This is an optimization exercise on Yosys and OpenROAD, whose aim is small area and a short achievable clock period, not a production implementation.
Only simulation tests tie the RTL to the original design; equivalence was not proved.
No activity file was given, so power comes from the tool's default toggle rates.

==> design/flow/design.v <==
package cpu_mem_pkg;
    localparam int MEM_ADDR_W = 8;
    localparam int MEM_DATA_W = 16;
    localparam int CNT_W = 4;
    typedef enum logic [1:0] {
        IDLE = 2'd0,
        WAIT = 2'd1,
        RESP = 2'd2
    } state_t;
endpackage
module resp_mem_array #(
    parameter int DATA_W = cpu_mem_pkg::MEM_DATA_W,
    parameter int DEPTH  = 200,
    parameter int NGRP   = 4
) (
    input  logic              clk,
    input  logic [DEPTH-1:0]  sel,
    input  logic [NGRP-1:0]   we,
    input  logic [NGRP-1:0]   we_n,
    input  logic [DATA_W-1:0] wdata,
    output logic [NGRP-1:0][DATA_W-1:0] rpart
);
    localparam int GSIZE = (DEPTH + NGRP - 1) / NGRP;
    logic [DATA_W-1:0] mem_array [0:DEPTH-1];
    for (genvar i = 0; i < DEPTH; i++) begin : g_word
        resp_mem_word #(
            .DATA_W (DATA_W)
        ) u_word (
            .clk   (clk),
            .load  (we[i / GSIZE] && sel[i]),
            .hold  (we_n[i / GSIZE] || !sel[i]),
            .wdata (wdata),
            .q     (mem_array[i])
        );
    end
    localparam int NAOI = (GSIZE + 2) / 3;
    logic [NGRP-1:0][DATA_W-1:0] part;
    logic [NGRP-1:0][DATA_W-1:0][NAOI-1:0] aoi_y;
    for (genvar g = 0; g < NGRP; g++) begin : g_grp
        for (genvar b = 0; b < DATA_W; b++) begin : g_bit
            for (genvar t = 0; t < NAOI; t++) begin : g_aoi
                localparam int W0 = g * GSIZE + 3 * t;
                localparam int WN = (W0 + 3 <= (g + 1) * GSIZE && W0 + 3 <= DEPTH) ? 3 :
                                    (W0 + 2 <= (g + 1) * GSIZE && W0 + 2 <= DEPTH) ? 2 :
                                    (W0 + 1 <= (g + 1) * GSIZE && W0 + 1 <= DEPTH) ? 1 : 0;
                if (WN == 0) begin : g_none
                    assign aoi_y[g][b][t] = 1'b1;
                end else begin : g_cell
                    logic [WN-1:0] d;
                    for (genvar k = 0; k < WN; k++) begin : g_in
                        assign d[k] = mem_array[W0 + k][b];
                    end
                    resp_rd_aoi #(
                        .N (WN)
                    ) u_aoi (
                        .d (d),
                        .s (sel[W0 +: WN]),
                        .y (aoi_y[g][b][t])
                    );
                end
            end
            assign part[g][b] = ~&aoi_y[g][b];
        end
    end
    always_ff @(posedge clk) begin
        rpart <= part;
    end
endmodule
module resp_mem_word #(
    parameter int DATA_W = cpu_mem_pkg::MEM_DATA_W
) (
    input  logic              clk,
    input  logic              load,
    input  logic              hold,
    input  logic [DATA_W-1:0] wdata,
    output logic [DATA_W-1:0] q
);
    always_ff @(posedge clk) begin
        q <= (q & {DATA_W{hold}}) | (wdata & {DATA_W{load}});
    end
endmodule
module resp_rd_aoi #(
    parameter int N = 3
) (
    input  logic [N-1:0] d,
    input  logic [N-1:0] s,
    output logic         y
);
    assign y = ~|(d & s);
endmodule
module cpu_mem_responder #(
    parameter int ADDR_W   = cpu_mem_pkg::MEM_ADDR_W,
    parameter int DATA_W   = cpu_mem_pkg::MEM_DATA_W,
    parameter int DEPTH    = 200,
    parameter int WAIT_CYC = 2
) (
    input  logic              clk,
    input  logic              rst,
    input  logic              req,
    input  logic              wr,
    input  logic [ADDR_W-1:0] addr,
    input  logic [DATA_W-1:0] wdata,
    output logic              ack,
    output logic [DATA_W-1:0] rdata,
    output logic              err,
    output logic              busy
);
    generate
        if (WAIT_CYC < 2 || WAIT_CYC > 15 || DEPTH < 1 ||
            64'(DEPTH) > (64'd1 << ADDR_W)) begin : g_param_check
            $error("cpu_mem_responder: illegal WAIT_CYC or DEPTH");
        end
    endgenerate
    localparam int NST   = WAIT_CYC + 1;   
    localparam int NGRP  = 4;              
    localparam int GSIZE = (DEPTH + NGRP - 1) / NGRP;
    logic [NST-1:0]    ph;
    logic              ack_reg;
    logic              err_reg;
    logic              busy_reg;
    logic              wr_q;        
    logic [ADDR_W-1:0] addr_q;      
    logic [DATA_W-1:0] wdata_q;     
    logic              oor_q;       
    logic              rd_upd;      
    logic              rd_upd2;     
    logic [NGRP-1:0]   we_q;        
    logic [NGRP-1:0]   we_nq;       
    logic [DEPTH-1:0]  sel_q;       
    logic [DATA_W-1:0] rdata_reg;
    logic [NGRP-1:0][DATA_W-1:0] mem_rpart;
    logic [DATA_W-1:0] mem_rdata;
    logic              accept;
    logic              in_range;
    logic [DEPTH-1:0]  sel_dec;
    logic [NGRP-1:0]   grp_dec;
    always_comb begin
        accept   = rst && req && (ph == '0);
        in_range = 32'(addr_q) < 32'(DEPTH);
        for (int i = 0; i < DEPTH; i++) begin
            sel_dec[i] = (32'(addr_q) == i);
        end
        for (int g = 0; g < NGRP; g++) begin
            grp_dec[g] = in_range && (32'(addr_q) / GSIZE == g);
        end
    end
    always_ff @(posedge clk) begin
        wr_q    <= wr;
        addr_q  <= addr;
        sel_q   <= sel_dec;
        we_q    <= (ph[0] && wr_q) ? grp_dec : '0;
        we_nq   <= (ph[0] && wr_q) ? ~grp_dec : '1;
        if (accept) begin
            wdata_q <= wdata;
        end
        if (ph[0]) begin
            oor_q <= !in_range;
        end
    end
    resp_mem_array #(
        .DATA_W (DATA_W),
        .DEPTH  (DEPTH),
        .NGRP   (NGRP)
    ) u_mem (
        .clk   (clk),
        .sel   (sel_q),
        .we    (we_q),
        .we_n  (we_nq),
        .wdata (wdata_q),
        .rpart (mem_rpart)
    );
    always_comb begin
        mem_rdata = '0;
        for (int g = 0; g < NGRP; g++) begin
            mem_rdata = mem_rdata | mem_rpart[g];
        end
    end
    always_ff @(posedge clk) begin
        if (!rst) begin
            ph        <= '0;
            ack_reg   <= 1'b0;
            err_reg   <= 1'b0;
            busy_reg  <= 1'b0;
            rd_upd    <= 1'b0;
            rd_upd2   <= 1'b0;
            rdata_reg <= '0;
        end else begin
            ph        <= {ph[NST-2:0], accept};
            ack_reg   <= ph[NST-1];
            err_reg   <= ph[NST-1] && oor_q;
            busy_reg  <= accept || (ph != '0);
            rd_upd    <= ph[0] && (!wr_q || !in_range);
            rd_upd2   <= rd_upd;
            if (rd_upd2) begin
                rdata_reg <= mem_rdata;
            end
        end
    end
    assign ack   = ack_reg;
    assign err   = err_reg;
    assign busy  = busy_reg;
    assign rdata = rdata_reg;
endmodule
==> design/flow/run.sh <==
#!/bin/bash
# synth_recipe.tcl (not shown) runs the flow's synth.tcl, then flattens the netlist and writes it again
# the make line also repeats each setting of config.mk as NAME=value (left out here)
make -C /OpenROAD-flow-scripts/flow DESIGN_CONFIG=/design/flow/config.mk WORK_HOME=/design/flow/orfs CLKGATE_MAP_FILE= SYNTH_SCRIPT=/design/flow/synth_recipe.tcl finish
==> design/flow/config.mk <==
export PLATFORM = sky130hd
export DESIGN_NAME = cpu_mem_responder
export DESIGN_NICKNAME = cpu_mem_responder
export VERILOG_FILES = /design/flow/design.v
export SDC_FILE = /design/flow/constraint.sdc
export NUM_CORES = 4
export LEC_CHECK = 0
export ABC_CLOCK_PERIOD_IN_PS = 2400
export CAP_MARGIN = 20
export CORE_MARGIN = 2
export CORE_UTILIZATION = 52
export CTS_CLUSTER_DIAMETER = 100
export CTS_CLUSTER_SIZE = 25
export SETUP_SLACK_MARGIN = 2.6
export SLEW_MARGIN = 20
export SYNTH_HIERARCHICAL = 1
==> design/flow/constraint.sdc <==
create_clock -name core_clock -period 5.0 [get_ports {clk}]
set_input_delay 1.0000 -clock core_clock [delete_from_list [all_inputs] [get_ports {clk}]]
set_output_delay 1.0000 -clock core_clock [all_outputs]
set_load 0.01 [all_outputs]
==> impl_metrics.toml, run 1 <==
[die]
die-area_mm2 = 0.245
placement_rows = 180
io_pins = 47
core-area_mm2 = 0.240
start_util = 0.523
die_h_um = 495
die_x_um = 495

[timing]
whs_ps = 444
tightest_slew_ps = 1260
hold_viol = 0
period_needed_ps = 2600
finalCritPeriodShare = 0.519
timing.fmax_ghz = 0.385
slew_viol_final = 0
setup_viol_count_final = 0
rsz0062_at_grt = "true"
fin_ws_ps = 2400
finClkSkew_ps = 29.2
max-slew-margin-rel = 0.159
final.setup.tns_ps = 0

[placed_design]
port_buffers = 46
hpwl_um = 250000
pre_cts_ws_ps = 1920
gp_congestion = 0.890

[global_routing]
antenna_found_initial = 18
overflow = 0
grt_first_pass_wirelength_um = 604000
grt_max_degree = 157
gr-usage-all-layers = 0.323
grt_pass1_vias = 85700

[critical_path]
slowest_stage = "a222oi_1"
end_kind = "flop"
start_kind = "flop"
critical_path_peak_fanout = 6
crit_type = "flop to flop"
arrival_ps = 3250
path_delay_family = "simple AND/OR/NAND/NOR gates"
crit_top_cell = "nand4_1"
slowest_delay_ps = 760
crit_chain = "a222oi_1 -> nand4_1 -> nor4_4 -> nand4_1"
r2r_start = "sel_q[171]"
critPathBufInv = 0
required_ps = 5650
critPathLaunch = "sel_q[171]"

[drt]
drc = 0
drt_wl_total_um = 418000
wl_met2_um = 183000
num_vias = 92900
wl_met3_um = 39000
wl_per_cell_um = 33.4
via_per_inst = 7.43
drt_iter0_drc = 17600
drtAntennaViolNets = 0
wl_met1_um = 179000
top_layer_used = "met5"
drt_pass1_iterations = 14

[logic_synthesis]
synth-seq-cells = 3522
synth_flop_cell = "dfxtp_1"
syn_avg_cell_area_um2 = 12.8
yosysUniqueCellTypes = 46
synth_area_mm2 = 0.126
syn_nets = 9860
synth_edf_count = 17
ys_warn_count = 10
syn-instance-count = 9830
ys_seq_area_frac = 0.563
synthArstFlopShare = 0

[final_layout]
regMostFlops = "u_mem.g_word.u_word.q"
num-fill-cells = 20200
nets = 9320
multi_input_area_mm2 = 0.0462
final_util = 0.529
largest_reg_flops = 3200
layout-area-overhead-vs-synth_pct = 1.27
top_regs = "u_mem.g_word.u_word.q x3200, sel_q x200, u_mem.rpart x64"
regArea_mm2 = 0.0709
drive_gt1_frac = 0.0606

[clock_network]
clock_sinks = 3522
clk_latency_ps = 860
htree_levels = 4
cts_tree = "yes"
cts-buffers-inserted = 159
cts-root-buf = "clkbuf_16"
cts_buffer_depth = 3
path_clk_slew_ps = 100

[power_and_ir_drop]
p_leak_nw = 46.3
powerDensity_mw_per_mm2 = 346
ir_drop_mv = 0.268
design_power_total_mw = 44.0

[hold_path]
worstHoldStart = "rd_upd"
worst_hold_path_type = "flop to flop"

[run_status]
outcome = "timing/DRC/antenna clean"

[flow_run]
max_cap_violations = 0
power by group:
group / total (mW) / internal (mW) / switching (mW)
combinational: 0.899 / 0.204 / 0.695
sequential: 28.3 / 28.1 / 0.119
clock: 14.8 / 6.00 / 8.85
metrics by stage:
step	std cells	instance area, um^2
after global routing	12500	127000
after detailed placement	12300	122000
final	12500	127000
after CTS	12500	127000
after global placement	12300	122000
after floorplan	9830	126000
cell usage in the layout (no fill, tap or decap), types with 64 or more instances in the layout:
master     count
and2_1       204
dfxtp_1     3403
a22oi_2       64
clkbuf_16    166
nand4_1      257
a222oi_1    1024
nand2_1      101
nand2b_1     200
buf_4        100
a22o_1      3200
nor2_1       210
logic make-up after synthesis:
family / Yosys count / share of synthesized area
flops: 3522 / 0.563
compound gates: 4329 / 0.314
simple gates: 1089 / 0.0481
mux: 1 / 0.000120
fa+ha+maj: 2 / 0.000199
buf+inv: 887 / 0.0748
cell usage after synthesis (30+ instances only):
cell type	number	area share
buf_2	30	0.0012
a22oi_2	64	0.0064
nand2b_1	200	0.010
a22o_1	3200	0.22
nand2_1	104	0.0031
nor4_1	82	0.0041
buf_6	803	0.072
dfxtp_1	3505	0.56
a222oi_1	1024	0.082
and2_1	204	0.010
nor2_1	210	0.0063
nand4_1	257	0.013
clkbuf_1	48	0.0014
repair_timing:
action | in CTS | in global routing
setup buffers | 28 | 23
resized for setup | 258 | 68
pin swaps | 85 | 76
hold buffers | 0 | 0
cloned | 0 | 1
endpoints found under the setup margin | 91 | 91
path summary, 6_finish.rpt:
path	end	slack (ps)	depth (start not counted)
setup / recovery	u_mem.rpart[48]	2400	4
hold / removal	rd_upd2	440	1
setup reg to reg	u_mem.rpart[48]	2400	4
hold reg to reg	rd_upd2	440	1
metal layers:
metal / global-route usage / vias up
met2: 0.480 / 5488
met1: 0.473 / 47400
met4: 0.118 / 10
li1: - / 39300
met3: 0.0477 / 654
met5: 0 / -
layout make-up:
class	instances	area share
diodes	7	0.000138
well taps	3185	0.0313
repair buffers	181	0.0143
flip-flops and latches	3522	0.558
inverters	5	0.000177
clock buffers	172	0.0328
multi-input cells	5421	0.363
clock inverters	8	0.000679
==> inputs of run 2 (changes only) <==
--- a/design/flow/design.v
+++ b/design/flow/design.v
@@ -13,3 +13,4 @@
     parameter int DEPTH  = 200,
-    parameter int NGRP   = 4
+    parameter int GSIZE  = 64,
+    parameter int NGRP   = (DEPTH + GSIZE - 1) / GSIZE
 ) (
@@ -22,3 +23,2 @@
 );
-    localparam int GSIZE = (DEPTH + NGRP - 1) / NGRP;
     logic [DATA_W-1:0] mem_array [0:DEPTH-1];
@@ -114,4 +114,5 @@
     localparam int NST   = WAIT_CYC + 1;   
-    localparam int NGRP  = 4;              
-    localparam int GSIZE = (DEPTH + NGRP - 1) / NGRP;
+    localparam int GSHIFT = 5;             
+    localparam int GSIZE  = 1 << GSHIFT;    
+    localparam int NGRP   = (DEPTH + GSIZE - 1) / GSIZE;
     logic [NST-1:0]    ph;
@@ -129,3 +130,5 @@
     logic [DEPTH-1:0]  sel_q;       
-    logic [DATA_W-1:0] rdata_reg;
+    logic [DATA_W-1:0] rdata_reg;   
+    logic [DATA_W-1:0] rdata_hn;    
+    logic [DATA_W-1:0] rdata_next;
     logic [NGRP-1:0][DATA_W-1:0] mem_rpart;
@@ -143,3 +146,3 @@
         for (int g = 0; g < NGRP; g++) begin
-            grp_dec[g] = in_range && (32'(addr_q) / GSIZE == g);
+            grp_dec[g] = in_range && ((32'(addr_q) >> GSHIFT) == g);
         end
@@ -162,3 +165,3 @@
         .DEPTH  (DEPTH),
-        .NGRP   (NGRP)
+        .GSIZE  (GSIZE)
     ) u_mem (
@@ -177,2 +180,15 @@
     end
+    always_comb begin
+        if (!rst) begin
+            rdata_next = '0;
+        end else if (rd_upd2) begin
+            rdata_next = mem_rdata;
+        end else begin
+            rdata_next = ~rdata_hn;
+        end
+    end
+    always_ff @(posedge clk) begin
+        rdata_reg <= rdata_next;
+        rdata_hn  <= ~rdata_next;
+    end
     always_ff @(posedge clk) begin
@@ -185,3 +201,2 @@
             rd_upd2   <= 1'b0;
-            rdata_reg <= '0;
         end else begin
@@ -193,5 +208,2 @@
             rd_upd2   <= rd_upd;
-            if (rd_upd2) begin
-                rdata_reg <= mem_rdata;
-            end
         end
==> run 2 against run 1 <==
Net effect: still clean on timing, DRC and antenna; synthesized area grew 1.7%; worst setup slack gained 200 ps; die area grew 1.7%; count of clock-buffer cells in the layout shrank 1; combinational power shrank 15%; power grew 1.6%; final cell count grew 0.47%; global-route usage shrank 1.2 points; critical path depth shrank 1; synthesized cell count grew 1.0%; register-to-register slack gained 200 ps; critical path type unchanged; largest cell class unchanged; largest power group unchanged; highest routed layer unchanged.
==> impl_metrics.toml, run 2 <==
[timing]
final.setup.tns_ps = 0
tightest_slew_ps = 1440
fin_ws_ps = 2600
slew_viol_final = 0
setup_viol_count_final = 0
finalCritPeriodShare = 0.480
finClkSkew_ps = 49.6
rsz0062_at_grt = "true"
timing.fmax_ghz = 0.417
hold_viol = 0
max-slew-margin-rel = 0.0391
period_needed_ps = 2400

[drt]
drtAntennaViolNets = 0
num_vias = 91600
drt_pass1_iterations = 14
wl_per_cell_um = 32.6
via_per_inst = 7.29
drc = 0
drt_iter0_drc = 15400
drt_wl_total_um = 409000

[logic_synthesis]
ys_seq_area_frac = 0.564
syn_nets = 9956
synth_flop_cell = "dfxtp_1"
synthArstFlopShare = 0
ys_warn_count = 10
synthTopCellsByCount = "dfxtp_1 (3575), a22o_1 (3200), a222oi_1 (992)"
synth_edf_count = 17
synth_top_area_frac = 0.560
synth-seq-cells = 3592
yosysUniqueCellTypes = 35
syn-instance-count = 9928
syn_avg_cell_area_um2 = 12.9
synth_area_leaders = "dfxtp_1 (56%), a22o_1 (22%), a222oi_1 (7.8%)"
yosys.area.top_type = "dfxtp_1"
synth_area_mm2 = 0.128
yosys.cell_count.top_type = "dfxtp_1"

[clock_network]
path_clk_slew_ps = 100
cts_tree = "yes"
clk_latency_ps = 870
cts-root-buf = "clkbuf_16"
htree_levels = 4
clock_sinks = 3592
cts_buffer_depth = 3
cts-buffers-inserted = 162

[die]
start_util = 0.524
io_pins = 47
core-area_mm2 = 0.244
placement_rows = 181
die_x_um = 500
die-area_mm2 = 0.250
die_h_um = 500

[final_layout]
regMostFlops = "u_mem.g_word.u_word.q"
drive_gt1_frac = 0.0469
largest_reg_flops = 3200
final_cell_mix = "dfxtp_1 (3551), a22o_1 (3200), a222oi_1 (992), nand2b_1 (220), and2_1 (204)"
nets = 9349
num-fill-cells = 20700
multi_input_area_mm2 = 0.0463
regArea_mm2 = 0.0722
top_regs = "u_mem.g_word.u_word.q x3200, sel_q x200, u_mem.rpart x112"
final_util = 0.526
layout-area-overhead-vs-synth_pct = 0.319
final_common_cell = "dfxtp_1"

[power_and_ir_drop]
p_sw_mw = 9.78
share_comb_of_total_power = 0.017
powerDensity_mw_per_mm2 = 349
intPower_mw = 34.9
p_leak_nw = 46.8
clkPwrFrac = 0.339
ir_drop_mv = 0.383
p_sw_frac = 0.219
seq_power_share = 0.644

[critical_path]
arrival_ps = 3110
slowest_stage = "a222oi_1"
critical_path_peak_fanout = 18
required_ps = 5710
end_kind = "flop"
crit_chain = "a222oi_1 -> nand4_1 -> or3_1"
crit_type = "flop to flop"
slowest_delay_ps = 750
start_kind = "flop"

[global_routing]
gr-usage-all-layers = 0.310
grt_first_pass_wirelength_um = 596000
grt_max_degree = 155
antenna_found_initial = 38
grt_pass1_vias = 85800
overflow = 0

[run_status]
outcome = "timing/DRC/antenna clean"

[hold_path]
worst_hold_path_type = "flop to flop"

[placed_design]
gp_congestion = 0.877
hpwl_um = 244000
pre_cts_ws_ps = 1630
port_buffers = 46

[flow_run]
max_cap_violations = 0
## run 2: changes by cell type in the layout (fill, tap and decap cells not counted), sizes merged, moves of 32 or more
cell and delta:
a222oi -32, a22oi +46, buf -59, dfxtp +70, nand2 -103, nand3 +100
nand4 -64, nor4 -80, or3 +96
## run 2: cell type report
type / instances / share of cell area
Sequential cell: 3592 / 0.563
Tap cell: 3202 / 0.0313
Clock buffer: 171 / 0.0328
Multi-Input combinational cell: 5443 / 0.361
Antenna cell: 17 / 0.000332
Clock inverter: 13 / 0.00128
Inverter: 1 / 0.0000293
Timing Repair Buffer: 121 / 0.0103
## run 2: what timing repair did
item                                    CTS  global route
setup buffers                             3             0
hold buffers                              0             0
endpoints found under the setup margin   41             3
pin swaps                                 2             0
resized for setup                       131             1
gates cloned                              1             0
## run 2: cell families (layout without fill, tap and decap cells)
| logic type | count (synthesis) | count (layout) | synth area share |
|---|---|---|---|
| buffers and inverters | 893 | 306 | 0.0742 |
| flip-flops | 3592 | 3592 | 0.564 |
| AO/OA/AOI/OAI | 4339 | 4339 | 0.311 |
| other | 0 | 17 | 0 |
| AND/OR/NAND/NOR | 1104 | 1104 | 0.0511 |
## run 2: metrics by stage
stage	total power [mW]	area (um^2)	hold slack, ps	std cells
2_1_floorplan	29.7	128000	412	9928
3_3_place_gp	30.2	124000	418	12400
3_5_place_dp	30.2	124000	423	12400
4_1_cts	44.9	128000	442	12500
5_1_grt	45.9	128000	454	12600
6_report	44.7	128000	447	12600
## run 2: worst max-delay path, delay by kind of cell, from the launching register on
family / cells / cell delay [ps]
flops: 1 / 540
simple gates: 2 / 960
compound gates: 1 / 750
## run 2: worst paths after layout
kind | startpoint | endpoint | slack [ps] | cells past startpoint
min | rd_upd | rd_upd2 | 450 | 1
min reg2reg | rd_upd | rd_upd2 | 450 | 1
max reg2reg | sel_q[67] | u_mem.rpart[38] | 2600 | 3
max | sel_q[67] | u_mem.rpart[38] | 2600 | 3
## run 2: per-layer routing
metal  share of wire  track usage  wire length, um
met1            0.43        0.453           177000
met2            0.45        0.473           184000
met3           0.084       0.0438            34300
met4           0.033       0.0971            13600
met5         0.00038            0              156
## run 2: power by group through the flow
stage          combinational, mW  clock (mW)  sequential (mW)
2_1_floorplan              0.152           0             29.6
3_3_place_gp               0.738           0             29.4
3_5_place_dp               0.753           0             29.4
4_1_cts                    0.758        15.3             28.8
5_1_grt                    0.784        16.3             28.8
6_report                   0.766        15.1             28.8

==> port drivers added, routing unchanged <==
No port has a modelled driver above. Below, the same layouts with a new extraction and two added sets of constraints. Step 1: set_driving_cell puts a clkbuf_16 on clk and a buf_2 on each other input, an assumption about the parent block. Step 2 moves the port delays by t, midway between the first and last clock arrival at a register: inputs arrive t later, outputs are due t later. That takes back most of the time a late clock gives input paths. a / b / c = ideal / step 1 / step 2; a / b = the first two.
| run | t, ns | slack for setup (ns) | hold slack, ns | worst setup path at the end | worst slew at a driven data input, ns |
|---|---|---|---|---|---|
| run 1 | 0.940 | 2.403 / 2.403 / 2.240 | 0.444 / 0.444 / 0.444 | input to register | 0.04 |
| run 2 | 0.935 | 2.600 / 2.527 / 1.940 | 0.447 / 0.447 / 0.447 | input to register | 0.04 |
After both steps every run listed still meets setup and hold. The setup slack of run 2, which loses most, moves by -0.073 ns with the drivers and by -0.660 ns with both steps.
